This design comes from an exercise in tuning for small area, a short achievable clock period and few clock cycles per item on the open sky130 flow, not from production work. Function was not checked in any run shown here: the RTL went through the layout flow alone. Power is estimated from default activity; no workload was simulated.

## flow/constraint.sdc

```tcl
create_clock -name core_clock -period 7.0 [get_ports {clk}]
set_input_delay 1.4000 -clock core_clock [delete_from_list [all_inputs] [get_ports {clk}]]
set_output_delay 1.4000 -clock core_clock [all_outputs]
set_load 0.01 [all_outputs]
```

## flow/config.mk

```make
export PLATFORM = sky130hd
export DESIGN_NAME = text_full_justify_top
export DESIGN_NICKNAME = text_full_justify_top
export VERILOG_FILES = /design/flow/design.v
export SDC_FILE = /design/flow/constraint.sdc
export NUM_CORES = 4
export LEC_CHECK = 0
export ABC_CLOCK_PERIOD_IN_PS = 2600
export CAP_MARGIN = 20
export CORE_MARGIN = 2
export CORE_UTILIZATION = 70
export CTS_CLUSTER_DIAMETER = 70
export CTS_CLUSTER_SIZE = 24
export SETUP_SLACK_MARGIN = 4.5
export SLEW_MARGIN = 20
```

## flow/design.v

```verilog
`default_nettype none
package tfj_pkg;
	localparam int MAX_WIDTH = 32;
	localparam int MAX_WORDS = 16;
	localparam logic [7:0] SPACE_CHAR = 8'd32;
	localparam logic [5:0] WIDTH_RESET = 6'd16;
	typedef struct packed {
		logic take;
		logic copy;
		logic div;
		logic full;
		logic emit;
		logic line_clear;
	} tfj_cmd_t;
	typedef struct packed {
		logic tend;
		logic wl_zero;
		logic words_zero;
		logic need_break;
		logic copy_last;
		logic div_done;
		logic emit_done;
	} tfj_sts_t;
endpackage
`default_nettype wire
`default_nettype none
module tfj_ctrl (
	input  wire logic       clk,
	input  wire logic       arst_n,
	input  wire logic [5:0] w,
	input  wire logic       nl_ready,
	input  wire logic [5:0] nl_len,
	input  wire logic       nl_cut,
	input  wire logic [4:0] nl_bm1,
	input  wire logic [3:0] nl_rem,
	output logic            nl_take,
	input  wire logic       q_v,
	input  wire logic [8:0] q_data,
	output logic            rd_take,
	input  wire logic       out_ready,
	output logic            out_valid,
	output logic [7:0]      out_byte,
	output logic            out_line_last,
	output logic            out_word_cut
);
	logic       cur_q;
	logic [5:0] pos_q;    
	logic [5:0] let_q;
	logic [4:0] gap_q;
	logic [4:0] bm1_q;
	logic [3:0] rem_q;
	logic       ng_q;
	logic       cut_q;
	logic       ov_q;
	logic [7:0] ob_q;
	logic       ol_q;
	logic       oc_q;
	logic       sv_q;
	logic [7:0] sb_q;
	logic       sl_q;
	logic       sc_q;
	logic       gz_q;     
	logic       lz_q;     
	logic       lst_q;    
	logic       c_gap;
	logic       c_pad;
	logic       c_gs;
	logic       c_let;
	logic       emit;
	logic       last;
	logic [7:0] eb;
	assign c_gap = !gz_q;
	assign c_pad = gz_q && lz_q;
	assign c_gs  = !c_gap && !c_pad && q_v && q_data[8] && ng_q;
	assign c_let = !c_gap && !c_pad && q_v && !(q_data[8] && ng_q);
	assign emit  = cur_q && !sv_q && (c_gap || c_pad || q_v);
	assign last  = lst_q;
	assign eb    = c_let ? q_data[7:0] : tfj_pkg::SPACE_CHAR;
	assign rd_take = emit && c_let;
	assign nl_take = nl_ready && (!cur_q || (emit && last));
	always_ff @(posedge clk or negedge arst_n) begin
		if (!arst_n) begin
			cur_q <= 1'b0;
			pos_q <= 6'd0;
			let_q <= 6'd0;
			gap_q <= 5'd0;
			ng_q  <= 1'b0;
			gz_q  <= 1'b1;
			lz_q  <= 1'b1;
			lst_q <= 1'b1;
			ov_q  <= 1'b0;
			sv_q  <= 1'b0;
		end else begin
			if (emit) begin
				pos_q <= pos_q - 6'd1;
				lst_q <= pos_q == 6'd2;
				if (c_gap) begin
					gap_q <= gap_q - 5'd1;
					gz_q  <= gap_q == 5'd1;
				end
				if (c_gs) begin
					gap_q <= bm1_q + {4'd0, rem_q != 4'd0};
					gz_q  <= bm1_q == 5'd0 && rem_q == 4'd0;
					ng_q  <= 1'b0;
				end
				if (c_let) begin
					let_q <= let_q - 6'd1;
					lz_q  <= let_q == 6'd1;
					ng_q  <= 1'b1;
				end
				if (last) begin
					cur_q <= 1'b0;
				end
			end
			if (nl_take) begin
				cur_q <= 1'b1;
				pos_q <= w;
				lst_q <= w == 6'd1;
				let_q <= nl_len;
				lz_q  <= nl_len == 6'd0;
				gap_q <= 5'd0;
				gz_q  <= 1'b1;
				ng_q  <= 1'b0;
			end
			if (!ov_q || out_ready) begin
				ov_q <= emit || sv_q;
				sv_q <= 1'b0;
			end else if (emit) begin
				sv_q <= 1'b1;
			end
		end
	end
	always_ff @(posedge clk) begin
		if (emit && c_gs && rem_q != 4'd0) begin
			rem_q <= rem_q - 4'd1;
		end
		if (nl_take) begin
			bm1_q <= nl_bm1;
			rem_q <= nl_rem;
			cut_q <= nl_cut;
		end
		if (!ov_q || out_ready) begin
			if (sv_q) begin
				ob_q <= sb_q;
				ol_q <= sl_q;
				oc_q <= sc_q;
			end else begin
				ob_q <= eb;
				ol_q <= last;
				oc_q <= cut_q;
			end
		end
		if (emit) begin
			sb_q <= eb;
			sl_q <= last;
			sc_q <= cut_q;
		end
	end
	assign out_valid     = ov_q;
	assign out_byte      = ob_q;
	assign out_line_last = ol_q;
	assign out_word_cut  = oc_q;
endmodule
`default_nettype wire
`default_nettype none
module tfj_dp (
	input  wire logic       clk,
	input  wire logic       arst_n,
	input  wire logic       wr_en,
	input  wire logic       wr_adv,
	input  wire logic [8:0] wr_data,
	input  wire logic       rd_take,
	output logic            q_v,
	output logic [8:0]      q_data,
	output logic [6:0]      mc_o
);
	logic [8:0] mem [64];
	logic [3:0] wa_q;
	logic [3:0] wb_q;
	logic [3:0] wc_q;
	logic [6:0] ra_q;     
	logic [6:0] wn_q;     
	logic [6:0] mc;       
	logic       ne_q;     
	logic       load;
	logic [8:0] r1 [16];
	logic [8:0] r2 [4];
	logic [8:0] rd;
	always_comb begin
		for (int i = 0; i < 16; i++) begin
			r1[i] = ra_q[1] ? (ra_q[0] ? mem[4 * i + 3] : mem[4 * i + 2])
				: (ra_q[0] ? mem[4 * i + 1] : mem[4 * i]);
		end
		for (int i = 0; i < 4; i++) begin
			r2[i] = ra_q[3] ? (ra_q[2] ? r1[4 * i + 3] : r1[4 * i + 2])
				: (ra_q[2] ? r1[4 * i + 1] : r1[4 * i]);
		end
		rd = ra_q[5] ? (ra_q[4] ? r2[3] : r2[2]) : (ra_q[4] ? r2[1] : r2[0]);
	end
	assign load = (rd_take || !q_v) && ne_q;
	assign mc   = wn_q - ra_q;
	assign mc_o = mc;
	always_ff @(posedge clk) begin
		for (int i = 0; i < 64; i++) begin
			if (wr_en && wa_q[i % 4] && wb_q[(i / 4) % 4] && wc_q[i / 16]) begin
				mem[i] <= wr_data;
			end
		end
		if (load) begin
			q_data <= rd;
		end
	end
	always_ff @(posedge clk or negedge arst_n) begin
		if (!arst_n) begin
			wa_q <= 4'b0001;
			wb_q <= 4'b0001;
			wc_q <= 4'b0001;
			ra_q <= 7'd0;
			wn_q <= 7'd0;
			ne_q <= 1'b0;
			q_v  <= 1'b0;
		end else begin
			if (wr_adv) begin
				wa_q <= {wa_q[2:0], wa_q[3]};
				if (wa_q[3]) begin
					wb_q <= {wb_q[2:0], wb_q[3]};
					if (wb_q[3]) begin
						wc_q <= {wc_q[2:0], wc_q[3]};
					end
				end
			end
			if (wr_adv) begin
				wn_q <= wn_q + 7'd1;
			end
			ne_q <= wr_adv || (ne_q && !(mc == 7'd1 && load));
			if (load) begin
				ra_q <= ra_q + 7'd1;
				q_v  <= 1'b1;
			end else if (rd_take) begin
				q_v <= 1'b0;
			end
		end
	end
endmodule
`default_nettype wire
`default_nettype none
module text_full_justify_top (
	input  wire logic       clk,
	input  wire logic       arst_n,
	input  wire logic       cfg_we,
	input  wire logic [5:0] cfg_wdata,
	input  wire logic       in_valid,
	output logic            in_ready,
	input  wire logic [7:0] in_byte,
	input  wire logic       in_byte_valid,
	input  wire logic       in_word_end,
	input  wire logic       in_text_end,
	output logic            out_valid,
	input  wire logic       out_ready,
	output logic [7:0]      out_byte,
	output logic            out_line_last,
	output logic            out_word_cut
);
	logic [5:0] w_q;
	logic       rdy_q;
	logic       it_v;
	logic [7:0] it_b;
	logic       it_bv;
	logic       it_cl;
	logic       it_te;
	logic [5:0] wlc_q;    
	logic       wfull_q;  
	logic       ovf_q;    
	logic       b_v;
	logic [5:0] b_wl;
	logic       b_ovf;
	logic       b_ne;     
	logic       b_brk;    
	logic       b_tep;    
	logic [5:0] len_q;    
	logic [4:0] n_q;      
	logic       cut_q;
	logic [5:0] rp1_q;    
	logic       le_q;     
	logic       dst_q;
	logic [2:0] dcnt_q;
	logic [4:0] ds_q;
	logic [3:0] dr_q;
	logic       nl_v;
	logic [5:0] nl_len;
	logic       nl_cut;
	logic [4:0] nl_bm1;
	logic [3:0] nl_rem;
	logic       nl_take;
	logic       q_v;
	logic [8:0] q_data;
	logic       rd_take;
	logic [6:0] mc;
	logic       accept;
	logic       in_cl;
	logic       a_stall;
	logic       a_cons;
	logic       store;
	logic [5:0] wlc_new;
	logic       xfer;
	logic       ne_new;
	logic       b_fresh;
	logic [5:0] add_len;
	logic       add_cut;
	logic       div_done;
	logic       b_stall;
	logic       b_proc;
	logic       b_cons;
	logic       b_v_d;
	logic [4:0] t5;
	logic       qbit;
	logic [3:0] gaps;
	logic       it_v_nx;
	logic       cl_nx;
	logic       room;
	logic       wfull_safe;
	assign in_cl  = in_word_end | in_text_end;
	assign accept = in_valid && rdy_q;
	assign in_ready = rdy_q;
	assign a_stall = it_cl && b_v;
	assign a_cons  = it_v && !a_stall;
	assign store   = a_cons && it_bv && !wfull_q;
	assign wlc_new = wlc_q + {5'd0, it_bv && !wfull_q};
	assign xfer    = a_cons && it_cl;
	assign ne_new  = wlc_q != 6'd0 || it_bv;
	assign b_fresh  = b_brk || le_q;
	assign add_len  = (b_fresh ? 6'd0 : len_q) + b_wl;
	assign add_cut  = (b_fresh ? 1'b0 : cut_q) | b_ovf;
	assign div_done = !dst_q && dcnt_q == 3'd5;
	assign b_stall  = b_brk ? (nl_v || !div_done) : (b_tep && nl_v);
	assign b_proc   = b_v && !b_stall;
	assign b_cons   = b_proc && !(b_brk && b_tep);
	assign b_v_d    = xfer || (b_v && !b_cons);
	assign gaps = n_q[3:0] - 4'd1;
	assign t5   = {dr_q, ds_q[4]};
	assign qbit = t5 >= {1'b0, gaps};
	always_ff @(posedge clk or negedge arst_n) begin
		if (!arst_n) begin
			w_q     <= tfj_pkg::WIDTH_RESET;
			rdy_q   <= 1'b0;
			it_v    <= 1'b0;
			wlc_q   <= 6'd0;
			wfull_q <= 1'b0;
			ovf_q   <= 1'b0;
			b_v     <= 1'b0;
			len_q   <= 6'd0;
			n_q     <= 5'd0;
			cut_q   <= 1'b0;
			rp1_q   <= 6'd0;
			le_q    <= 1'b1;
			dst_q   <= 1'b0;
			dcnt_q  <= 3'd0;
			nl_v    <= 1'b0;
		end else begin
			if (cfg_we) begin
				if (cfg_wdata == 6'd0) begin
					w_q <= 6'd1;
				end else if (cfg_wdata > 6'd32) begin
					w_q <= 6'd32;
				end else begin
					w_q <= cfg_wdata;
				end
			end
			if (accept) begin
				it_v <= 1'b1;
			end else if (a_cons) begin
				it_v <= 1'b0;
			end
			if (xfer) begin
				wlc_q   <= 6'd0;
				wfull_q <= 1'b0;
				ovf_q   <= 1'b0;
			end else if (a_cons && it_bv) begin
				if (!wfull_q) begin
					wlc_q   <= wlc_new;
					wfull_q <= wlc_new == w_q;
				end else begin
					ovf_q <= 1'b1;
				end
			end
			b_v <= b_v_d;
			if (b_proc && b_ne) begin
				len_q <= add_len;
				n_q   <= (b_fresh ? 5'd0 : n_q) + 5'd1;
				le_q  <= 1'b0;
				cut_q <= add_cut;
				rp1_q <= b_fresh ? (w_q - b_wl) : (rp1_q + ~b_wl);
			end
			if (b_proc && !b_brk && b_tep) begin
				len_q <= 6'd0;
				n_q   <= 5'd0;
				le_q  <= 1'b1;
				cut_q <= 1'b0;
			end
			dst_q <= b_proc && b_ne;
			if (dst_q) begin
				dcnt_q <= 3'd0;
			end else if (dcnt_q != 3'd5) begin
				dcnt_q <= dcnt_q + 3'd1;
			end
			if (b_proc && (b_brk || b_tep)) begin
				nl_v <= 1'b1;
			end else if (nl_take) begin
				nl_v <= 1'b0;
			end
			rdy_q <= !(it_v_nx && cl_nx && b_v_d) && (room || wfull_safe);
		end
	end
	always_ff @(posedge clk) begin
		if (accept) begin
			it_b  <= in_byte;
			it_bv <= in_byte_valid;
			it_cl <= in_cl;
			it_te <= in_text_end;
		end
		if (xfer) begin
			b_wl  <= wlc_new;
			b_ovf <= ovf_q || (it_bv && wfull_q);
			b_ne  <= ne_new;
			b_brk <= ne_new && !le_q && (wlc_new >= rp1_q || n_q[4]);
			b_tep <= it_te && (ne_new || !le_q);
		end else if (b_proc && b_brk) begin
			b_wl  <= 6'd0;
			b_ovf <= 1'b0;
			b_ne  <= 1'b0;
			b_brk <= 1'b0;
		end
		if (dst_q) begin
			ds_q <= 5'(w_q - len_q);
			dr_q <= 4'd0;
		end else if (dcnt_q != 3'd5) begin
			ds_q <= {ds_q[3:0], qbit};
			dr_q <= qbit ? 4'(t5 - {1'b0, gaps}) : t5[3:0];
		end
		if (b_proc && b_brk) begin
			nl_len <= len_q;
			nl_cut <= cut_q;
			nl_bm1 <= ds_q - 5'd1;
			nl_rem <= dr_q;
		end else if (b_proc && b_tep) begin
			nl_len <= add_len;
			nl_cut <= add_cut;
			nl_bm1 <= 5'd0;
			nl_rem <= 4'd0;
		end
	end
	assign it_v_nx = accept || (it_v && !a_cons);
	assign cl_nx   = accept ? in_cl : it_cl;
	assign room    = (mc + {6'd0, q_v} + {6'd0, store}) <= 7'd63;
	assign wfull_safe = !(it_v && it_cl) && !(accept && in_cl)
		&& (wfull_q || (it_v && it_bv && wlc_q + 6'd1 == w_q));
	tfj_dp u_dp (
		.clk     (clk),
		.arst_n  (arst_n),
		.wr_en   (it_v && it_bv && !wfull_q),
		.wr_adv  (store),
		.wr_data ({wlc_q == 6'd0, it_b}),
		.rd_take (rd_take),
		.q_v     (q_v),
		.q_data  (q_data),
		.mc_o    (mc)
	);
	tfj_ctrl u_ctrl (
		.clk           (clk),
		.arst_n        (arst_n),
		.w             (w_q),
		.nl_ready      (nl_v),
		.nl_len        (nl_len),
		.nl_cut        (nl_cut),
		.nl_bm1        (nl_bm1),
		.nl_rem        (nl_rem),
		.nl_take       (nl_take),
		.q_v           (q_v),
		.q_data        (q_data),
		.rd_take       (rd_take),
		.out_ready     (out_ready),
		.out_valid     (out_valid),
		.out_byte      (out_byte),
		.out_line_last (out_line_last),
		.out_word_cut  (out_word_cut)
	);
endmodule
`default_nettype wire
```

## flow/run.sh

```bash
#!/bin/bash
# synth_recipe.tcl (not shown) runs the flow's synth.tcl, then flattens the netlist and writes it again
# the make line also repeats each setting of config.mk as NAME=value (left out here)
make -C /OpenROAD-flow-scripts/flow DESIGN_CONFIG=/design/flow/config.mk WORK_HOME=/design/flow/orfs CLKGATE_MAP_FILE= SYNTH_SCRIPT=/design/flow/synth_recipe.tcl finish
```

==> flow_metrics.tcl, run 1 <==
set metrics [dict create \
    die_x_um 217 \
    clock-root-buffer "clkbuf_16" \
    h-tree-depth 2 \
    r2r_end "u_dp.q_data[1]" \
    via_per_inst 6.80 \
    p_int_mw 8.74 \
    power.switching_mw 4.33 \
    fp-row-count 78 \
    wirelength_um 74900 \
    via_count 17600 \
    ys_seq_elements 754 \
    setup_viol 0 \
    holdPathEnd "u_ctrl.bm1_q[1]" \
    seq_area_um2 22200 \
    clkLatencyLatePin_ns 0.59 \
    avgSynthCellArea_um2 16.9 \
    drive_above_1_share_pct 19.0 \
    dp_cells 2447 \
    synthTopCellsByCount "edfxtp_1 (656), mux4_2 (116), nand2_1 (101)" \
    synth_nets 1966 \
    clkPwrFrac_pct 19.4 \
    slew_headroom_pct 46.8 \
    crit_path_top_delay_cell "dfrtp_4" \
    drv_cap 0 \
    synthesis.area_um2 31800 \
    fin_worst_skew_ns 0.0266 \
    grt_usage_pct 31.4 \
    worstSetupEndpointType "flip-flop" \
    drtIter0Drc 2284 \
    syn2layout_area_growth_pct 10.1 \
    layout.nets 2047 \
    r2r_setup_slack_ns 4.35 \
    fin_crit_ns 2.65 \
    crit_type "reg -> reg" \
    hp-start "nl_bm1[1]" \
    hold_viol 0 \
    grt_max_degree 66 \
    antenna_found_initial 5 \
    coreArea_um2 45100 \
    hold_path_class "reg -> reg" \
    ys_seq_area_share_pct 69.6 \
    critPathLaunchType "flip-flop" \
    cts_tree "done" \
    gp_congestion 0.866 \
    instances_no_fill 2590 \
    worstMarginPinSlew_ns 0.797 \
    report.final.slew_viol_count 0 \
    grt_pass1_vias 17100 \
    power.leakage_nw 12.2 \
    cp.arrival_ns 2.95 \
    worst-path-buf-inv 4 \
    cts_sinks 754 \
    synth_cell_type_count 80 \
    ir_drop_uv 270 \
    fillerInstances 2452 \
    first_pass_iters 6 \
    clock_path_buffers 3 \
    synth_cells 1881 \
    clock.fmax_mhz 377 \
    min_path_cells 0 \
    grt_remaining_overflow 0 \
    p_comb_share_pct 36.2 \
    die_area_um2 47200 \
    power_density_nw_per_um2 373 \
    portBuffers 33 \
    rsz0062_at_grt "true" \
    multi_input_area_um2 9230 \
    yosys.area.top_type "edfxtp_1" \
    grt_pass1_wl_um 108000 \
    wl_per_cell_um 28.9 \
    synth_ff_type "edfxtp_1" \
    yosysWarnings 6 \
    ant_nets 0 \
    period_share_pct 37.9 \
    die_h_um 217 \
    place_hpwl_um 43500 \
    drc 0 \
    yosysMostFrequentCell "edfxtp_1" \
    critical_path.max_stage_delay_ns 0.53 \
    switching_share_pct 33.1 \
    clk_pin_slew_ns 0.10 \
    final_util_pct 77.7 \
    required_ns 7.29 \
    setup_tns_ns 0 \
    seq_power_share_pct 44.4 \
    r2r_start "u_dp.ra_q[0]" \
    cts_buffers 40 \
    rr_worst_depth 8 \
    synthArstFlopShare_pct 12.3 \
    ios 34 \
    synth_area_leaders "edfxtp_1 (62%), mux4_2 (8.2%), dfrtp_1 (6.7%), ha_1 (2.2%), xnor2_1 (1.4%)" \
    status "no timing/DRC/antenna violations" \
    crit_family "compound AO/OA/AOI/OAI gates" \
    yosysTopAreaCellShare_pct 61.9 \
    start_util_pct 70.6 \
    crit_path_max_fanout 7 \
    synth_edf_count 656 \
    cp_cell_sequence "buf_6, buf_8, buf_16, buf_4, mux4_2, a211oi_2, a211o_1, o221ai_1" \
]
layout make-up:
class / count / share of cell area [%]
multi-input combinational: 972 / 26.4
sequential: 754 / 63.2
inverter: 66 / 0.732
timing repair buffer: 128 / 4.09
clock inverter: 9 / 0.286
antenna: 4 / 0.0286
clock buffer: 57 / 3.13
tap: 600 / 2.14
worst register-to-register path: cells and delay by family (launching register included):
kind	cells	cell delay, ns
buf+inv	4	0.61
mux	1	0.52
compound gates	3	0.68
flops	1	0.53
placed cells by master, fill, tap and decap left out, types with 12 or more instances in the layout:
cell type / instances
dfrtp_1: 77
edfxtp_1: 656
mux2_2: 12
xor2_1: 23
clkbuf_1: 15
inv_1: 59
and3_1: 40
nor3_1: 19
clkbuf_16: 47
clkdlybuf4s50_1: 20
nand2_1: 99
buf_2: 12
and2_1: 59
xnor2_1: 50
mux2i_1: 38
a221oi_2: 12
o21ai_0: 52
nand2b_1: 12
nand3_1: 24
nor2_1: 60
o21ai_1: 16
mux4_2: 116
ha_1: 53
a22o_1: 34
buf_4: 64
a21oi_1: 40
registers in the layout, summed over array words and instances (netlist names), 5 cells and up:
| name | cells |
|---|---|
| u_dp.mem | 576 |
| u_dp.q_data | 9 |
| it_b | 8 |
| u_ctrl.ob_q | 8 |
| u_ctrl.sb_q | 8 |
| u_dp.ra_q | 7 |
| u_dp.wn_q | 7 |
| b_wl | 6 |
| len_q | 6 |
| nl_len | 6 |
| rp1_q | 6 |
| u_ctrl.let_q | 6 |
| u_ctrl.pos_q | 6 |
| w_q | 6 |
| wlc_q | 6 |
| ds_q | 5 |
| n_q | 5 |
| nl_bm1 | 5 |
| u_ctrl.bm1_q | 5 |
| u_ctrl.gap_q | 5 |
cell families after synthesis:
kind of cell / Yosys count / share of synthesized area, %
flip-flops: 754 / 69.6
AND/OR/NAND/NOR: 373 / 6.05
AO/OA/AOI/OAI: 274 / 6.20
multiplexers: 188 / 11.1
buffers and inverters: 155 / 2.39
XOR/XNOR: 74 / 2.04
adder cells (fa/ha/maj): 63 / 2.64
metrics by stage:
| stage | hold WS, ns | setup WS, ns | instance area [um^2] | power [mW] |
|---|---|---|---|---|
| 5_1_grt | 0.442 | 4.34 | 35000 | 13.6 |
| 3_3_place_gp | 0.407 | 3.63 | 32600 | 9.66 |
| 3_5_place_dp | 0.411 | 3.63 | 32600 | 9.76 |
| 4_1_cts | 0.431 | 4.42 | 34300 | 12.6 |
| 6_report | 0.433 | 4.35 | 35000 | 13.1 |
| 2_1_floorplan | 0.400 | 4.52 | 31800 | 8.68 |
layer usage:
layer	global-route usage (%)	up-vias	routed length, um
li1	-	7524	-
met1	43.5	9006	27900
met2	51.5	905	37200
met3	5.52	177	6650
met4	11.1	2	3130
met5	0	-	11
power by group through the flow:
stage	sequential, mW	clock (mW)	combinational, mW
2_1_floorplan	5.81	0	2.87
3_3_place_gp	5.95	0	3.71
3_5_place_dp	5.96	0	3.80
4_1_cts	5.80	2.56	4.28
5_1_grt	5.84	2.70	5.03
6_report	5.80	2.53	4.73
what timing repair did:
item,in CTS,in global routing
pin swaps,4,19
endpoints found under the hold margin,0,0
gates resized for setup,100,43
hold buffers,0,0
buffers inserted,17,42
gates cloned,8,6
endpoints found under the setup margin,450,55
how the worst max path moves through the flow:
stage	startpoint	to	slack, ns	cells past startpoint
3_5_place_dp	u_dp.ra_q[0]	u_dp.q_data[5]	3.63	6
2_1_floorplan	le_q	nl_len[4]	4.52	12
4_1_cts	rdy_q	in_ready	4.42	1
3_3_place_gp	u_dp.ra_q[0]	u_dp.q_data[5]	3.63	6
5_1_grt	u_dp.ra_q[0]	u_dp.q_data[1]	4.34	8
6_report	u_dp.ra_q[0]	u_dp.q_data[1]	4.35	8
==> inputs of run 2 (changes only) <==
--- a/flow/config.mk
+++ b/flow/config.mk
@@ -8,8 +8,8 @@
 export ABC_CLOCK_PERIOD_IN_PS = 2600
 export CAP_MARGIN = 20
 export CORE_MARGIN = 2
-export CORE_UTILIZATION = 70
-export CTS_CLUSTER_DIAMETER = 70
-export CTS_CLUSTER_SIZE = 24
+export CORE_UTILIZATION = 65
+export CTS_CLUSTER_DIAMETER = 80
+export CTS_CLUSTER_SIZE = 28
 export SETUP_SLACK_MARGIN = 4.5
 export SLEW_MARGIN = 20
==> flow_metrics.tcl, run 2 <==
set metrics [dict create \
    status "no timing/DRC/antenna violations" \
    yosysWarnings 6 \
    hold_path_class "reg -> reg" \
    rsz0062_at_grt "true" \
    clock_path_buffers 3 \
    worstMarginPinSlew_ns 0.940 \
    hp-start "nl_bm1[2]" \
    syn2layout_area_growth_pct 9.32 \
    synthTopCellsByCount "edfxtp_1 (656), mux4_2 (116), nand2_1 (101)" \
    crit_start "rdy_q" \
    ir_drop_uv 281 \
    ys_seq_elements 754 \
    r2r_setup_slack_ns 4.45 \
    worst-path-buf-inv 1 \
    drtIter0Drc 1964 \
    avgSynthCellArea_um2 16.9 \
    cp_cell_sequence "buf_2" \
    clock.fmax_mhz 390 \
    via_count 17200 \
    required_ns 5.60 \
    die_h_um 225 \
    fin_crit_ns 2.57 \
    final_cell_mix "edfxtp_1 (656), mux4_2 (117), nand2_1 (96)" \
    power_density_nw_per_um2 367 \
    grt_pass1_wl_um 106000 \
    final_common_cell "edfxtp_1" \
    gp_congestion 0.850 \
    holdPathEnd "u_ctrl.bm1_q[2]" \
    grt_pass1_vias 16700 \
    setup_tns_ns 0 \
    cts_hold_buf 0 \
    die_area_um2 50700 \
    r2r_end "rdy_q" \
    drv_cap 0 \
    via_per_inst 6.62 \
    start_util_pct 65.4 \
    top_register "u_dp.mem" \
    synthArstFlopShare_pct 12.3 \
    antenna_found_initial 5 \
    cts_tree "done" \
    slew_headroom_pct 37.3 \
    setup_viol 0 \
    grt_usage_pct 28.9 \
    min_path_cells 0 \
    power.leakage_nw 12.0 \
    clkLatencyLatePin_ns 0.59 \
    ant_nets 0 \
    cts_sinks 754 \
    grt_max_degree 69 \
    crit_path_top_delay_cell "dfrtp_1" \
    wl_per_cell_um 28.0 \
    critical_path.max_stage_delay_ns 0.43 \
    cts_buffers 36 \
    largest_reg_flops 576 \
    synth_nets 1966 \
    crit_family "flip-flops" \
    synth_cell_type_count 80 \
    drive_above_1_share_pct 18.6 \
    first_pass_iters 5 \
    wirelength_um 72600 \
    worstSetupEndpointType "output pin" \
    rr_worst_depth 8 \
    crit_type "reg -> out" \
    yosys.area.top_type "edfxtp_1" \
    clk_pin_slew_ns 0.10 \
    r2r_start "u_dp.ra_q[5]" \
    synthesis.area_um2 31800 \
    fp-row-count 81 \
    period_share_pct 36.7 \
    ios 34 \
    yosysTopAreaCellShare_pct 61.9 \
    portBuffers 33 \
    report.final.slew_viol_count 0 \
    final_util_pct 71.5 \
    critPathLaunchType "flip-flop" \
    place_hpwl_um 43900 \
    reg_top3 "u_dp.mem x576, u_dp.q_data x9" \
    grt_remaining_overflow 0 \
    yosysMostFrequentCell "edfxtp_1" \
    fin_worst_skew_ns 0.0291 \
    coreArea_um2 48600 \
    crit_path_max_fanout 2 \
    synth_ff_type "edfxtp_1" \
    synth_edf_count 656 \
    hold_viol 0 \
    h-tree-depth 2 \
    clock-root-buffer "clkbuf_16" \
    layout.nets 2029 \
    die_x_um 225 \
    drc 0 \
    cp.arrival_ns 1.17 \
    synth_cells 1881 \
    synth_area_leaders "edfxtp_1 (62%), mux4_2 (8.2%), dfrtp_1 (6.7%), ha_1 (2.2%), xnor2_1 (1.4%)" \
    ys_seq_area_share_pct 69.6 \
]
[run 2: cell count changes in the layout (fill, tap and decap cells not counted), sizes merged]
cell	before	now
clkinvlp	1	2
diode	4	2
inv	71	70
bufinv	0	1
buf	101	90
clkbuf	63	57
[run 2: kinds of logic after synthesis]
family                     Yosys count  share of synthesized area [%]
DFF                                754                           69.6
and+or+nand+nor                    373                           6.05
AOI/OAI and AO/OA                  274                           6.20
muxes                              188                           11.1
buffers and inverters              155                           2.39
xor gates and xnor gates            74                           2.04
adders and majority gates           63                           2.64
[run 2: power by group]
group	switching (mW)	internal [mW]
clock	1.41	1.07
sequential	0.335	5.47
combinational	2.45	2.04
[run 2: worst max-delay path by stage]
stage                      endpoint  slack [ns]  cells past startpoint
after CTS                     rdy_q        4.32                      8
after floorplan           nl_len[4]        4.52                     12
after global placement        rdy_q        3.49                     10
after global routing       in_ready        4.41                      1
final                      in_ready        4.43                      1
after detailed placement      rdy_q        3.46                     10
[run 2: layout make-up]
class | count | area (um^2)
Antenna cell | 2 | 5.00
Clock buffer | 54 | 990
Clock inverter | 10 | 159
Fill cell | 3050 | 13900
Inverter | 66 | 255
Multi-Input combinational cell | 972 | 9240
Sequential cell | 754 | 22100
Tap cell | 622 | 778
Timing Repair Buffer | 114 | 1210
[run 2: per-stage QoR]
step	worst slack, ns	instance area (um^2)	cells	power (mW)	hold WS (ns)
3_3_place_gp	3.49	32600	2470	9.65	0.414
2_1_floorplan	4.52	31800	1881	8.68	0.400
6_report	4.43	34800	2594	12.8	0.435
4_1_cts	4.32	34300	2565	12.5	0.436
5_1_grt	4.41	34800	2592	13.3	0.442
3_5_place_dp	3.46	32600	2470	9.74	0.405
[run 2: what timing repair did]
item	4_1_cts	5_1_grt
setup endpoints to repair	422	42
endpoints found under the hold margin	0	0
buffers inserted	27	24
gates cloned	4	3
resized for setup	95	55
pin swaps	3	31
[run 2: per-layer routing]
layer / up-vias / share of wire [%] / routed length [um] / track usage (%)
met2: 717 / 50 / 36500 / 47.7
met1: 8823 / 40 / 28800 / 40.5
met3: 127 / 7.2 / 5190 / 4.78
li1: 7501 / - / - / -
met5: - / 0.018 / 13 / 0
met4: 2 / 2.9 / 2120 / 8.44
==> inputs of run 3 (changes only) <==
--- a/flow/config.mk
+++ b/flow/config.mk
@@ -8,8 +8,8 @@
 export ABC_CLOCK_PERIOD_IN_PS = 2600
 export CAP_MARGIN = 20
 export CORE_MARGIN = 2
-export CORE_UTILIZATION = 65
-export CTS_CLUSTER_DIAMETER = 80
-export CTS_CLUSTER_SIZE = 28
+export CORE_UTILIZATION = 60
+export CTS_CLUSTER_DIAMETER = 100
+export CTS_CLUSTER_SIZE = 30
 export SETUP_SLACK_MARGIN = 4.5
 export SLEW_MARGIN = 20
==> flow_metrics.tcl, run 3 <==
set metrics [dict create \
    seq_area_um2 22100 \
    grt_pass1_vias 16700 \
    hold_path_class "reg -> reg" \
    fp-row-count 84 \
    clkLatencyLatePin_ns 0.65 \
    via_count 17100 \
    clock.fmax_mhz 383 \
    cts_sinks 754 \
    synth_area_leaders "edfxtp_1 (62%), mux4_2 (8.2%), dfrtp_1 (6.7%), ha_1 (2.2%), xnor2_1 (1.4%)" \
    setup_viol 0 \
    synth_cells 1881 \
    top_register "u_dp.mem" \
    start_util_pct 60.6 \
    via_per_inst 6.40 \
    crit_type "reg -> out" \
    critPathLaunchType "flip-flop" \
    slew_headroom_pct 47.4 \
    setup_tns_ns 0 \
    critical_path.max_stage_delay_ns 0.43 \
    syn2layout_area_growth_pct 9.78 \
    yosysTopAreaCellShare_pct 61.9 \
    yosys.area.top_type "edfxtp_1" \
    die_area_um2 54900 \
    synth_ff_type "edfxtp_1" \
    worstSetupEndpointType "output pin" \
    layout.nets 2051 \
    grt_pass1_wl_um 109000 \
    rsz0062_at_grt "true" \
    portBuffers 33 \
    power_density_nw_per_um2 363 \
    ios 34 \
    synth_edf_count 656 \
    cp.arrival_ns 1.21 \
    fin_crit_ns 2.61 \
    synthesis.area_um2 31800 \
    clk_pin_slew_ns 0.11 \
    die_x_um 234 \
    period_share_pct 37.3 \
    fin_worst_skew_ns 0.0283 \
    cts_buffers 30 \
    ys_seq_area_share_pct 69.6 \
    cts_tree "done" \
    synth_cell_type_count 80 \
    grt_usage_pct 27.2 \
    ir_drop_uv 279 \
    final_common_cell "edfxtp_1" \
    grt_max_degree 66 \
    synthArstFlopShare_pct 12.3 \
    ant_nets 0 \
    drive_above_1_share_pct 19.5 \
    multi_input_area_um2 9270 \
    report.final.slew_viol_count 0 \
    worst-path-buf-inv 1 \
    antenna_found_initial 1 \
    h-tree-depth 1 \
    reg_top3 "u_dp.mem x576, u_dp.q_data x9" \
    crit_path_max_fanout 2 \
    first_pass_iters 7 \
    crit_path_top_delay_cell "dfrtp_1" \
    synthTopCellsByCount "edfxtp_1 (656), mux4_2 (116), nand2_1 (101)" \
    synth_nets 1966 \
    drc 0 \
    required_ns 5.60 \
    drv_cap 0 \
    gp_congestion 0.858 \
    fillerInstances 3681 \
    grt_remaining_overflow 0 \
    worstMarginPinSlew_ns 0.789 \
    avgSynthCellArea_um2 16.9 \
    die_h_um 234 \
    power.leakage_nw 12.1 \
    clock_path_buffers 3 \
    ys_seq_elements 754 \
    status "no timing/DRC/antenna violations" \
    crit_family "flip-flops" \
    clock-root-buffer "clkbuf_16" \
    cp_cell_sequence "buf_2" \
    wl_per_cell_um 27.7 \
    largest_reg_flops 576 \
    yosysMostFrequentCell "edfxtp_1" \
    drtIter0Drc 1601 \
    wirelength_um 74100 \
    cts_hold_buf 0 \
    hold_slack_ns 0.442 \
    final_cell_mix "edfxtp_1 (656), mux4_2 (117), nand2_1 (98)" \
    coreArea_um2 52600 \
    place_hpwl_um 45100 \
    yosysWarnings 6 \
    hold_viol 0 \
]
==> run 3: cell counts after synthesis <==
No cell type changed its count.
==> run 3: cells by family (layout without fill, tap and decap cells) <==
logic type / after synthesis / in the layout / share of synthesized area [%]
other: 0 / 1 / 0
buffers and inverters: 155 / 264 / 2.39
XOR/XNOR: 74 / 74 / 2.04
flip-flops: 754 / 754 / 69.6
AO/OA/AOI/OAI: 274 / 274 / 6.20
AND/OR/NAND/NOR: 373 / 373 / 6.05
adder cells (fa/ha/maj): 63 / 63 / 2.64
multiplexers: 188 / 188 / 11.1
==> run 3: where the power goes <==
group / internal, mW / leakage, nW / total [mW] / switching [mW]
Sequential: 5.47 / 7.14 / 5.79 / 0.319
Combinational: 2.16 / 4.51 / 4.69 / 2.53
Clock: 0.839 / 0.430 / 2.20 / 1.36
Total: 8.46 / 12.1 / 12.7 / 4.21
==> run 3: final cells by class <==
class	instances	area share (%)
Antenna cell	1	0.00716
Multi-Input combinational cell	972	26.5
Inverter	66	0.745
Tap cell	688	2.46
Timing Repair Buffer	142	4.25
Clock buffer	49	2.35
Clock inverter	7	0.251
Sequential cell	754	63.4
==> run 3: timing repair <==
action / CTS / global route
setup endpoints to repair: 500 / 46
pin swaps: 7 / 27
gates resized for setup: 97 / 57
hold endpoints to repair: 0 / 0
buffers inserted: 37 / 40
gates cloned: 7 / 2
==> run 3: per-layer routing <==
metal,global-route usage [%],part of all wire (%),vias up
li1,-,-,7525
met1,39.5,42,8933
met2,44.7,49,567
met3,2.85,5.6,114
met4,7.45,3.1,0
met5,0,0,-
==> run 3: worst paths after layout <==
check,cells after the start,slack [ns],to,start
max,1,4.39,in_ready,rdy_q
min,0,0.44,u_ctrl.bm1_q[1],nl_bm1[1]
max reg2reg,7,4.48,u_dp.q_data[7],u_dp.ra_q[0]
min reg2reg,0,0.44,u_ctrl.bm1_q[1],nl_bm1[1]
max in group asynchronous,2,5.03,u_dp.ra_q[1],arst_n
min in group asynchronous,1,0.74,u_ctrl.gap_q[2],arst_n
==> run 3: stage by stage <==
stage | area, um^2 | total power [mW] | cells | utilization (%) | setup slack, ns
4_1_cts | 34300 | 12.4 | 2636 | 65.3 | 4.35
2_1_floorplan | 31800 | 8.68 | 1881 | - | 4.52
3_5_place_dp | 32700 | 9.78 | 2536 | 62.3 | 3.58
3_3_place_gp | 32700 | 9.72 | 2536 | 62.3 | 3.68
5_1_grt | 34900 | 13.2 | 2678 | 66.5 | 4.36
6_report | 34900 | 12.7 | 2679 | 66.5 | 4.39
==> inputs of run 4 (changes only) <==
--- a/flow/design.v
+++ b/flow/design.v
@@ -27,7 +27,7 @@
 module tfj_ctrl (
 	input  wire logic       clk,
 	input  wire logic       arst_n,
-	input  wire logic [5:0] w,
+	input  wire logic [4:0] wm1,
 	input  wire logic       nl_ready,
 	input  wire logic [5:0] nl_len,
 	input  wire logic       nl_cut,
@@ -44,7 +44,7 @@
 	output logic            out_word_cut
 );
 	logic       cur_q;
-	logic [5:0] pos_q;    
+	logic [4:0] pos_q;
 	logic [5:0] let_q;
 	logic [4:0] gap_q;
 	logic [4:0] bm1_q;
@@ -81,7 +81,7 @@
 	always_ff @(posedge clk or negedge arst_n) begin
 		if (!arst_n) begin
 			cur_q <= 1'b0;
-			pos_q <= 6'd0;
+			pos_q <= 5'd0;
 			let_q <= 6'd0;
 			gap_q <= 5'd0;
 			ng_q  <= 1'b0;
@@ -92,8 +92,8 @@
 			sv_q  <= 1'b0;
 		end else begin
 			if (emit) begin
-				pos_q <= pos_q - 6'd1;
-				lst_q <= pos_q == 6'd2;
+				pos_q <= pos_q - 5'd1;
+				lst_q <= pos_q == 5'd1;
 				if (c_gap) begin
 					gap_q <= gap_q - 5'd1;
 					gz_q  <= gap_q == 5'd1;
@@ -114,8 +114,8 @@
 			end
 			if (nl_take) begin
 				cur_q <= 1'b1;
-				pos_q <= w;
-				lst_q <= w == 6'd1;
+				pos_q <= wm1;
+				lst_q <= wm1 == 5'd0;
 				let_q <= nl_len;
 				lz_q  <= nl_len == 6'd0;
 				gap_q <= 5'd0;
@@ -171,16 +171,14 @@
 	input  wire logic [8:0] wr_data,
 	input  wire logic       rd_take,
 	output logic            q_v,
-	output logic [8:0]      q_data,
-	output logic [6:0]      mc_o
+	output logic [8:0]      q_data
 );
 	logic [8:0] mem [64];
 	logic [3:0] wa_q;
 	logic [3:0] wb_q;
 	logic [3:0] wc_q;
-	logic [6:0] ra_q;     
-	logic [6:0] wn_q;     
-	logic [6:0] mc;       
+	logic [5:0] ra_q;
+	logic [6:0] mc_q;     
 	logic       ne_q;     
 	logic       load;
 	logic [8:0] r1 [16];
@@ -198,8 +196,6 @@
 		rd = ra_q[5] ? (ra_q[4] ? r2[3] : r2[2]) : (ra_q[4] ? r2[1] : r2[0]);
 	end
 	assign load = (rd_take || !q_v) && ne_q;
-	assign mc   = wn_q - ra_q;
-	assign mc_o = mc;
 	always_ff @(posedge clk) begin
 		for (int i = 0; i < 64; i++) begin
 			if (wr_en && wa_q[i % 4] && wb_q[(i / 4) % 4] && wc_q[i / 16]) begin
@@ -215,8 +211,8 @@
 			wa_q <= 4'b0001;
 			wb_q <= 4'b0001;
 			wc_q <= 4'b0001;
-			ra_q <= 7'd0;
-			wn_q <= 7'd0;
+			ra_q <= 6'd0;
+			mc_q <= 7'd0;
 			ne_q <= 1'b0;
 			q_v  <= 1'b0;
 		end else begin
@@ -229,12 +225,14 @@
 					end
 				end
 			end
-			if (wr_adv) begin
-				wn_q <= wn_q + 7'd1;
+			if (wr_adv && !load) begin
+				mc_q <= mc_q + 7'd1;
+			end else if (!wr_adv && load) begin
+				mc_q <= mc_q - 7'd1;
 			end
-			ne_q <= wr_adv || (ne_q && !(mc == 7'd1 && load));
+			ne_q <= wr_adv || (ne_q && !(mc_q == 7'd1 && load));
 			if (load) begin
-				ra_q <= ra_q + 7'd1;
+				ra_q <= ra_q + 6'd1;
 				q_v  <= 1'b1;
 			end else if (rd_take) begin
 				q_v <= 1'b0;
@@ -262,6 +260,7 @@
 	output logic            out_word_cut
 );
 	logic [5:0] w_q;
+	logic [4:0] wm1_q;
 	logic       rdy_q;
 	logic       it_v;
 	logic [7:0] it_b;
@@ -271,6 +270,8 @@
 	logic [5:0] wlc_q;    
 	logic       wfull_q;  
 	logic       ovf_q;    
+	logic [6:0] occ_q;    
+	logic       rdt_q;    
 	logic       b_v;
 	logic [5:0] b_wl;
 	logic       b_ovf;
@@ -295,7 +296,6 @@
 	logic       q_v;
 	logic [8:0] q_data;
 	logic       rd_take;
-	logic [6:0] mc;
 	logic       accept;
 	logic       in_cl;
 	logic       a_stall;
@@ -342,11 +342,14 @@
 	always_ff @(posedge clk or negedge arst_n) begin
 		if (!arst_n) begin
 			w_q     <= tfj_pkg::WIDTH_RESET;
-			rdy_q   <= 1'b0;
+			wm1_q   <= 5'(tfj_pkg::WIDTH_RESET - 6'd1);
+			rdy_q   <= 1'b1;
 			it_v    <= 1'b0;
 			wlc_q   <= 6'd0;
 			wfull_q <= 1'b0;
 			ovf_q   <= 1'b0;
+			occ_q   <= 7'd0;
+			rdt_q   <= 1'b0;
 			b_v     <= 1'b0;
 			len_q   <= 6'd0;
 			n_q     <= 5'd0;
@@ -359,11 +362,14 @@
 		end else begin
 			if (cfg_we) begin
 				if (cfg_wdata == 6'd0) begin
-					w_q <= 6'd1;
+					w_q   <= 6'd1;
+					wm1_q <= 5'd0;
 				end else if (cfg_wdata > 6'd32) begin
-					w_q <= 6'd32;
+					w_q   <= 6'd32;
+					wm1_q <= 5'd31;
 				end else begin
-					w_q <= cfg_wdata;
+					w_q   <= cfg_wdata;
+					wm1_q <= 5'(cfg_wdata - 6'd1);
 				end
 			end
 			if (accept) begin
@@ -378,11 +384,17 @@
 			end else if (a_cons && it_bv) begin
 				if (!wfull_q) begin
 					wlc_q   <= wlc_new;
-					wfull_q <= wlc_new == w_q;
+					wfull_q <= wlc_q[4:0] == wm1_q;
 				end else begin
 					ovf_q <= 1'b1;
 				end
 			end
+			rdt_q <= rd_take;
+			if (store && !rdt_q) begin
+				occ_q <= occ_q + 7'd1;
+			end else if (!store && rdt_q) begin
+				occ_q <= occ_q - 7'd1;
+			end
 			b_v <= b_v_d;
 			if (b_proc && b_ne) begin
 				len_q <= add_len;
@@ -451,9 +463,9 @@
 	end
 	assign it_v_nx = accept || (it_v && !a_cons);
 	assign cl_nx   = accept ? in_cl : it_cl;
-	assign room    = (mc + {6'd0, q_v} + {6'd0, store}) <= 7'd63;
+	assign room    = store ? (occ_q <= 7'd62) : (occ_q <= 7'd63);
 	assign wfull_safe = !(it_v && it_cl) && !(accept && in_cl)
-		&& (wfull_q || (it_v && it_bv && wlc_q + 6'd1 == w_q));
+		&& (wfull_q || (it_v && it_bv && wlc_q[4:0] == wm1_q));
 	tfj_dp u_dp (
 		.clk     (clk),
 		.arst_n  (arst_n),
@@ -462,13 +474,12 @@
 		.wr_data ({wlc_q == 6'd0, it_b}),
 		.rd_take (rd_take),
 		.q_v     (q_v),
-		.q_data  (q_data),
-		.mc_o    (mc)
+		.q_data  (q_data)
 	);
 	tfj_ctrl u_ctrl (
 		.clk           (clk),
 		.arst_n        (arst_n),
-		.w             (w_q),
+		.wm1           (wm1_q),
 		.nl_ready      (nl_v),
 		.nl_len        (nl_len),
 		.nl_cut        (nl_cut),
==> flow/config.mk (replaced) <==
export PLATFORM = sky130hd
export DESIGN_NAME = text_full_justify_top
export DESIGN_NICKNAME = text_full_justify_top
export VERILOG_FILES = /design/flow/design.v
export SDC_FILE = /design/flow/constraint.sdc
export NUM_CORES = 4
export LEC_CHECK = 0
export ABC_CLOCK_PERIOD_IN_PS = 2500
export CAP_MARGIN = 20
export CORE_MARGIN = 2
export CORE_UTILIZATION = 60
export SETUP_SLACK_MARGIN = 4.5
export SLEW_MARGIN = 20
==> flow_metrics.tcl, run 4 <==
set metrics [dict create \
    synth_ff_type "edfxtp_1" \
    report.final.slew_viol_count 0 \
    crit_start "rdy_q" \
    power_density_nw_per_um2 405 \
    critPathLaunchType "flip-flop" \
    avgSynthCellArea_um2 16.4 \
    crit_path_max_fanout 2 \
    power.leakage_nw 13.2 \
    synth_area_leaders "edfxtp_1 (61%), mux4_2 (8.2%), dfrtp_1 (7.1%), mux2i_1 (2.3%), ha_1 (2.3%)" \
    cts_buffers 79 \
    instances_no_fill 2840 \
    first_pass_iters 5 \
    largest_reg_flops 576 \
    fin_worst_skew_ns 0.0261 \
    hold_path_class "reg -> reg" \
    worstMarginPinSlew_ns 0.787 \
    hold_slack_ns 0.420 \
    synthArstFlopShare_pct 13.6 \
    setup_viol 0 \
    synth_nets 2039 \
    yosysMostFrequentCell "edfxtp_1" \
    reg_top3 "u_dp.mem x576, u_dp.q_data x9" \
    crit_path_top_delay_cell "dfstp_2" \
    die_x_um 235 \
    status "no timing/DRC/antenna violations" \
    grt_pass1_vias 17700 \
    final_common_cell "edfxtp_1" \
    synth_cells 1953 \
    hp-start "nl_bm1[0]" \
    grt_max_degree 65 \
    cp.arrival_ns 1.25 \
    hold_viol 0 \
    worst-path-buf-inv 1 \
    drtIter0Drc 1814 \
    via_per_inst 6.34 \
    place_hpwl_um 46900 \
    die_h_um 235 \
    gp_congestion 0.847 \
    required_ns 5.60 \
    clk_pin_slew_ns 0.06 \
    period_share_pct 37.8 \
    via_count 18000 \
    drc 0 \
    antenna_found_initial 1 \
    cts_tree "done" \
    setup_tns_ns 0 \
    slew_headroom_pct 47.0 \
    clock.fmax_mhz 378 \
    cts_sinks 765 \
    worstSetupEndpointType "output pin" \
    grt_usage_pct 28.7 \
    clkLatencyLatePin_ns 0.63 \
    syn2layout_area_growth_pct 16.8 \
    crit_family "flip-flops" \
    r2r_start "u_dp.ra_q[0]" \
    yosysTopAreaCellShare_pct 61.4 \
    grt_pass1_wl_um 116000 \
    clock-root-buffer "clkbuf_16" \
    synthTopCellsByCount "edfxtp_1 (656), mux4_2 (117), nand2_1 (114)" \
    synth_edf_count 656 \
    cp_cell_sequence "buf_6" \
    wl_per_cell_um 27.9 \
    ios 34 \
    ys_seq_elements 765 \
    die_area_um2 55300 \
    synth_cell_type_count 68 \
    wirelength_um 79300 \
    ir_drop_uv 253 \
    h-tree-depth 3 \
    rsz0062_at_grt "true" \
    layout.nets 2173 \
    critical_path.max_stage_delay_ns 0.53 \
    coreArea_um2 52800 \
    fin_crit_ns 2.65 \
    dp_cells 2611 \
    yosysWarnings 6 \
    drv_cap 0 \
    fp-row-count 84 \
    ant_nets 0 \
    yosys.area.top_type "edfxtp_1" \
    ys_seq_area_share_pct 69.9 \
    final_cell_mix "edfxtp_1 (656), mux4_2 (117), nand2_1 (100)" \
    cts_hold_buf 0 \
    synthesis.area_um2 32100 \
    clock_path_buffers 3 \
    crit_type "reg -> out" \
    portBuffers 33 \
    start_util_pct 60.8 \
    drive_above_1_share_pct 23.8 \
    grt_remaining_overflow 0 \
    top_register "u_dp.mem" \
]
[run 4: cell count changes after synthesis, moves of 14 or more]
cell,delta
mux2i_1,+36
buf_2,-15
mux2_2,+23
o21ai_0,+27
a22o_1,-26
clkbuf_1,+15
o21ai_1,-14
o22ai_1,+14
[run 4: cell families after synthesis]
family	Yosys count	synth area share, %
AND/OR/NAND/NOR	401	6.38
multiplexers	226	11.8
flip-flops	765	69.9
AO/OA/AOI/OAI	266	5.27
XOR/XNOR	69	1.88
adder cells (fa/ha/maj)	67	2.73
buffers and inverters	159	2.11
[run 4: path summary, 6_finish.rpt]
path / cells past startpoint / to / slack (ns)
max: 1 / in_ready / 4.35
min: 0 / u_ctrl.bm1_q[0] / 0.42
max reg2reg: 9 / u_dp.q_data[1] / 4.37
min reg2reg: 0 / u_ctrl.bm1_q[0] / 0.42
max in group asynchronous: 2 / u_dp.ra_q[0] / 4.83
min in group asynchronous: 1 / u_dp.mc_q[1] / 0.84
[run 4: stage by stage]
| step | cell area, um^2 | util (%) | power [mW] | setup slack (ns) |
|---|---|---|---|---|
| after global routing | 37500 | 71.0 | 15.8 | 4.32 |
| final | 37500 | 71.0 | 15.2 | 4.35 |
| after floorplan | 32200 | - | 8.73 | 4.50 |
| after CTS | 36700 | 69.6 | 14.8 | 4.32 |
| after global placement | 33100 | 62.8 | 9.85 | 2.71 |
| after detailed placement | 33200 | 62.8 | 9.93 | 3.13 |
[run 4: timing repair]
action / in CTS / in global routing
cloned: 8 / 5
pin swaps: 15 / 25
endpoints found under the setup margin: 410 / 55
buffers inserted: 39 / 31
gates resized for setup: 153 / 54
[run 4: per-layer routing]
| metal | global-route usage, % | share of wire (%) |
|---|---|---|
| met5 | 0 | 0.016 |
| met3 | 4.94 | 7.5 |
| met1 | 40.2 | 41 |
| met2 | 46.6 | 49 |
| met4 | 9.30 | 2.9 |
[run 4: power breakdown]
part           switching, mW  internal, mW
sequential             0.361          5.58
clock                   1.73          2.47
combinational           2.70          2.33
total                   4.79          10.4
[run 4: final cells by class]
cell class,instances,area [um^2]
multi-input combinational,1029,9600
timing repair inverter,1,7.51
clock buffer,99,2100
tap,688,861
sequential,765,22400
clock inverter,46,478
inverter,72,297
antenna,1,2.50
fill,3368,15300
timing repair buffer,139,1700

==> static timing again, ports no longer ideal <==
The flow's constraints put no driver on any port. The routed layouts listed below were extracted and timed again, unchanged, in two steps.
Step 1 (the two cells are an assumption about what drives the block):
set clk [get_ports {clk}]
set_driving_cell -lib_cell sky130_fd_sc_hd__clkbuf_16 $clk
set_driving_cell -lib_cell sky130_fd_sc_hd__buf_2 [delete_from_list [all_inputs] $clk]
Step 2 times the ports against the registers' clock, not the clock port: input delays grow and output delays shrink by t, the midpoint of the rising clock arrivals with the driver on.
Slacks: ideal / step 1 / step 2; pairs: ideal / step 1.
run	t (ns)	setup WS [ns]	clock arrival spread, ns
run 1	0.643	4.346 / 4.346 / 4.033	0.032 / 0.033
run 2	0.639	4.435 / 4.373 / 4.022	0.032 / 0.031
run 3	0.706	4.386 / 4.321 / 4.053	0.030 / 0.030
run 4	0.680	4.352 / 4.291 / 3.937	0.034 / 0.034
After both steps every run listed still meets setup and hold. The setup slack of run 4, which loses most, moves by -0.061 ns with the drivers and by -0.415 ns with both steps.
